From an optimization exercise on the open Yosys and OpenROAD flow, aimed at small area, a short achievable clock period and few clock cycles per item; shortcuts taken in it are not production practice.
Where RTL was checked, it was by simulation tests only, not by an equivalence proof against the original.
Power figures rest on the tool's default switching activity, not on a simulated workload.

// rect_edge_conditional_median_unit
module rect_edge_conditional_median_unit (
  input  wire logic                              clk,
  input  wire logic                              rst,
  input  wire logic                              push,
  input  wire logic                              mode,
  input  wire logic [recm_pkg::PIX_W-1:0]        pixel_in,
  output logic                                   full,
  output logic                                   empty,
  input  wire logic                              pop,
  output logic [recm_pkg::PIX_W-1:0]             pixel_out,
  output logic                                   frame_last,
  input  wire logic                              cfg_write,
  input  wire logic [recm_pkg::CFG_IDX_W-1:0]    cfg_index,
  input  wire logic [recm_pkg::PIX_W-1:0]        cfg_data
);
  localparam int D = recm_pkg::OQ_DEPTH;
  logic [5:0] cfg_left;
  logic [5:0] cfg_top;
  logic [6:0] cfg_width;
  logic [6:0] cfg_height;
  logic [7:0] cfg_mean;
  always_ff @(posedge clk) begin
    if (rst) begin
      cfg_left   <= '0;
      cfg_top    <= '0;
      cfg_width  <= '0;
      cfg_height <= '0;
      cfg_mean   <= '0;
    end else if (cfg_write) begin
      case (cfg_index)
        3'd0: cfg_left   <= cfg_data[5:0];
        3'd1: cfg_top    <= cfg_data[5:0];
        3'd2: cfg_width  <= cfg_data[6:0];
        3'd3: cfg_height <= cfg_data[6:0];
        3'd4: cfg_mean   <= cfg_data;
        default: begin
        end
      endcase
    end
  end
  logic       full_r;
  logic       acc_r;
  logic       adv_r;
  logic [7:0] pix_r;
  logic [11:0] cnt;
  logic        hres;
  logic        ffull;
  logic        ffull_next;
  logic        adv;
  logic        rb;
  logic        q_last;
  assign adv    = adv_r;
  assign rb     = adv && hres;
  assign q_last = hres && (cnt == 12'hfff);
  always_comb begin
    ffull_next = ffull;
    if (adv) begin
      if (q_last) begin
        ffull_next = 1'b0;
      end else if (hres && cnt == 12'(recm_pkg::FRAME_PIXELS - recm_pkg::LAG - 1)) begin
        ffull_next = 1'b1;
      end
    end
  end
  always_ff @(posedge clk) begin
    acc_r <= push && !full_r && !rst;
    adv_r <= push && !full_r && !rst && (mode == ffull_next);
    pix_r <= pixel_in;
  end
  ...
Size: ~2700 cells after synthesis.
export LEC_CHECK = 0
export CAP_MARGIN = 20
export CORE_MARGIN = 2
export CORE_UTILIZATION = 40
export CTS_BUF_LIST = sky130_fd_sc_hd__clkbuf_16
export CTS_CLUSTER_DIAMETER = 100
export CTS_CLUSTER_SIZE = 30
export SETUP_SLACK_MARGIN = 2.2
export SLEW_MARGIN = 20
create_clock -name core_clock -period 4.5 [get_ports {clk}]
run.sh (not shown) runs the stock make flow with config.mk's settings and CLKGATE_MAP_FILE= SYNTH_SCRIPT=/design/flow/synth_recipe.tcl, a recipe that flattens the netlist after the stock synthesis.
Testbench counts at the start, summed over its fixed seeds: cycles 33,316, items 32,768.
Change:
Settings changed: SETUP_SLACK_MARGIN 2.2 to 2.4, SYNTH_HIERARCHICAL set to 1, SYNTH_MINIMUM_KEEP_SIZE set to 0.
Combinational power came out higher by 16%; worst setup slack is better by 120 ps; register-to-register slack is better by 120 ps.
Change:
Settings changed: SETUP_SLACK_MARGIN 2.4 to 2.0.
What happened: Area after synthesis stays the same. Power decreases by 1.7%. Fmax falls by 5.4%. Hold slack barely changes. Core utilization goes down by 1.3 points.

========
rect_edge_conditional_median_unit, a different RTL version from the one above (not shown whole).
Size: about 3000 cells after synthesis, ~1400 flip-flops.
==> flow/design.v (excerpt) <==
module rect_edge_conditional_median_unit (
  input  wire logic                              clk,
  input  wire logic                              rst,
  input  wire logic                              push,
  input  wire logic                              mode,
  input  wire logic [recm_pkg::PIX_W-1:0]        pixel_in,
  output logic                                   full,
  output logic                                   empty,
  input  wire logic                              pop,
  output logic [recm_pkg::PIX_W-1:0]             pixel_out,
  output logic                                   frame_last,
  input  wire logic                              cfg_write,
  input  wire logic [recm_pkg::CFG_IDX_W-1:0]    cfg_index,
  input  wire logic [recm_pkg::PIX_W-1:0]        cfg_data
);
==> flow/config.mk <==
export PLATFORM = sky130hd
export DESIGN_NAME = rect_edge_conditional_median_unit
export DESIGN_NICKNAME = rect_edge_conditional_median_unit
export VERILOG_FILES = /design/flow/design.v
export SDC_FILE = /design/flow/constraint.sdc
export NUM_CORES = 4
export LEC_CHECK = 0
export CAP_MARGIN = 20
export CORE_MARGIN = 2
export CORE_UTILIZATION = 40
export CTS_BUF_LIST = sky130_fd_sc_hd__clkbuf_16
export CTS_CLUSTER_DIAMETER = 100
export CTS_CLUSTER_SIZE = 30
export SETUP_SLACK_MARGIN = 2.35
export SLEW_MARGIN = 20
==> flow/constraint.sdc <==
create_clock -name core_clock -period 4.5 [get_ports {clk}]
set_input_delay 0.9000 -clock core_clock [delete_from_list [all_inputs] [get_ports {clk}]]
set_output_delay 0.9000 -clock core_clock [all_outputs]
set_load 0.01 [all_outputs]
The baseline produced a clean layout.
Testbench counts at the start, summed over its fixed seeds: cycles 33,320, items 32,768.
Change:
- SETUP_SLACK_MARGIN: 2.35 -> 2.0
What happened: The changed run ran to the end with no violations. Count of clock-buffer cells in the layout goes down by 3. Synthesized cell count does not change. Design area goes down by a few percent. Total power goes down by a few percent. Core utilization goes down by 2.0 points. Worst hold slack hardly moves.

========
== v27 ==
RTL: one of the versions met above, not the one the previous note started from.
Size: roughly 3000 cells after synthesis, about 36 I/O pins, ~50000 um2 of cells after synthesis.
==> flow/design.v (excerpt) <==
module rect_edge_conditional_median_unit (
  input  wire logic                              clk,
  input  wire logic                              rst,
  input  wire logic                              push,
  input  wire logic                              mode,
  input  wire logic [recm_pkg::PIX_W-1:0]        pixel_in,
  output logic                                   full,
  output logic                                   empty,
  input  wire logic                              pop,
  output logic [recm_pkg::PIX_W-1:0]             pixel_out,
  output logic                                   frame_last,
  input  wire logic                              cfg_write,
  input  wire logic [recm_pkg::CFG_IDX_W-1:0]    cfg_index,
  input  wire logic [recm_pkg::PIX_W-1:0]        cfg_data
);
  localparam int D = recm_pkg::OQ_DEPTH;
  logic [5:0] cfg_left;
  logic [5:0] cfg_top;
  logic [6:0] cfg_width;
  logic [6:0] cfg_height;
  logic [7:0] cfg_mean;
  always_ff @(posedge clk) begin
    if (rst) begin
      cfg_left   <= '0;
      cfg_top    <= '0;
      cfg_width  <= '0;
      cfg_height <= '0;
      cfg_mean   <= '0;
    end else if (cfg_write) begin
      case (cfg_index)
        3'd0: cfg_left   <= cfg_data[5:0];
        3'd1: cfg_top    <= cfg_data[5:0];
        3'd2: cfg_width  <= cfg_data[6:0];
        3'd3: cfg_height <= cfg_data[6:0];
        3'd4: cfg_mean   <= cfg_data;
        default: begin
        end
      endcase
    end
  end
  logic       full_r;
  logic       acc_r;
  logic       adv_r;
  logic [7:0] pix_r;
  logic [11:0] cnt;
  logic        hres;
  logic        ffull;
  logic        ffull_next;
  logic        adv;
  logic        rb;
  logic        q_last;
  assign adv    = adv_r;
  assign rb     = adv && hres;
  ...
export LEC_CHECK = 0
export CAP_MARGIN = 20
export CORE_MARGIN = 2
export CORE_UTILIZATION = 65
export CTS_BUF_LIST = sky130_fd_sc_hd__clkbuf_16
export CTS_CLUSTER_DIAMETER = 100
export CTS_CLUSTER_SIZE = 30
export SETUP_SLACK_MARGIN = 2.25
export SLEW_MARGIN = 20
export SYNTH_HIERARCHICAL = 1
export SYNTH_MINIMUM_KEEP_SIZE = 0
create_clock -name core_clock -period 4.5 [get_ports {clk}]
Testbench counts of v27, summed over its fixed seeds: cycles 33,316, items 32,768.
For v49, these inputs were changed with respect to v27:
- changing CORE_UTILIZATION from 65 to 55
[summary]
Going from v27 to v49, standard cell area after detailed placement went up, via count of the first global-routing pass +0.96%, starting density of the core saw a decrease, number of resized instances in the post-cts repair step increased 16%. Diff v27 -> v49 | setup slack at placement | decrease of 3.4 ps. For v49, the source of the critical timing path was R[64][1], unlike v27, where it was R[64][3].
What v36 does differently from v49 at the input level:
- a change of CORE_UTILIZATION from 55 to 40
## What came out
Diff v49 -> v36: final cell count rose about 10%; number of clock buffers in the layout grew by 3.8%.
Count of standard-cell rows delta for v36 relative to v49: 19 higher
For total number of sequential cells, v49 and v36 come out practically identical.

========
rect_edge_conditional_median_unit, a different RTL version from the one above (not shown whole).
Size in the first run: ~1400 flip-flops, about 36 I/O pins, ~0.049 mm² of cells after synthesis.
make LEC_CHECK=0 CAP_MARGIN=20 CORE_MARGIN=2 CORE_UTILIZATION=60 CTS_BUF_LIST=sky130_fd_sc_hd__clkbuf_16 CTS_CLUSTER_DIAMETER=100 CTS_CLUSTER_SIZE=30 SETUP_SLACK_MARGIN=2.2 SLEW_MARGIN=20 finish   # period 4.5 ns
The first run finished with timing, DRC and antenna clean.
Change:
Settings changed: SETUP_SLACK_MARGIN 2.2 to 2.0.
Effect:
- The new run ran to the end with no violations
- core utilization fell by 1.3 points
- global-route usage shrinks by 0.60 points
- sequential power is about the same
- routed wire length went down by about 3.3%
- cell count drops by about 0.8%
- count of clock-buffer cells in the layout stays the same
- register-to-register slack barely changes
- setup slack hardly moves
- via count decreases by about 1.1%
- maximum frequency barely changes
No run of this note included a check of the RTL's function; only the layout flow was run.

[separate check: timing with driven ports]
The flow's constraints put no driver on any port. The routed layouts listed below were extracted and timed again, unchanged, in two steps.
Step 1 assumes that a clkbuf_16 drives the clock port and a buf_2 every other input.
Step 2 times the ports against the registers' clock, not the clock port: input delays grow and output delays shrink by t, the midpoint of the rising clock arrivals with the driver on.
a / b / c = ideal / step 1 / step 2; a / b = the first two.
| run | t (ns) | setup slack, ns | latest minus earliest clock arrival (ns) | worst slew at a driven data input, ns |
|---|---|---|---|---|
| the first run of note 1 | 0.722 | 2.121 / 2.121 / 1.603 | 0.038 / 0.038 | 0.09 |
| the second run of note 1 | 0.748 | 2.238 / 2.238 / 1.830 | 0.055 / 0.056 | 0.08 |
| the third run of note 1 | 0.746 | 2.109 / 2.109 / 1.555 | 0.050 / 0.051 | 0.08 |
| the first run of note 2 | 0.747 | 2.118 / 2.118 / 1.737 | 0.051 / 0.050 | 0.07 |
| the second run of note 2 | 0.756 | 2.076 / 2.044 / 1.641 | 0.068 / 0.068 | 0.05 |
| v27 | 0.704 | 2.259 / 2.240 / 1.713 | 0.031 / 0.032 | 0.06 |
| v49 | 0.700 | 2.242 / 2.236 / 1.729 | 0.049 / 0.049 | 0.06 |
| v36 | 0.746 | 2.194 / 2.194 / 1.611 | 0.052 / 0.052 | 0.08 |
| the first run of note 4 | 0.712 | 2.025 / 2.025 / 1.617 | 0.034 / 0.034 | 0.04 |
| the second run of note 4 | 0.695 | 2.023 / 2.007 / 1.421 | 0.037 / 0.038 | 0.04 |
After both steps setup and hold are still met in every run listed. For the second run of note 4, which loses most, drivers alone change the setup slack by -0.016 ns; drivers and shift together by -0.602 ns.
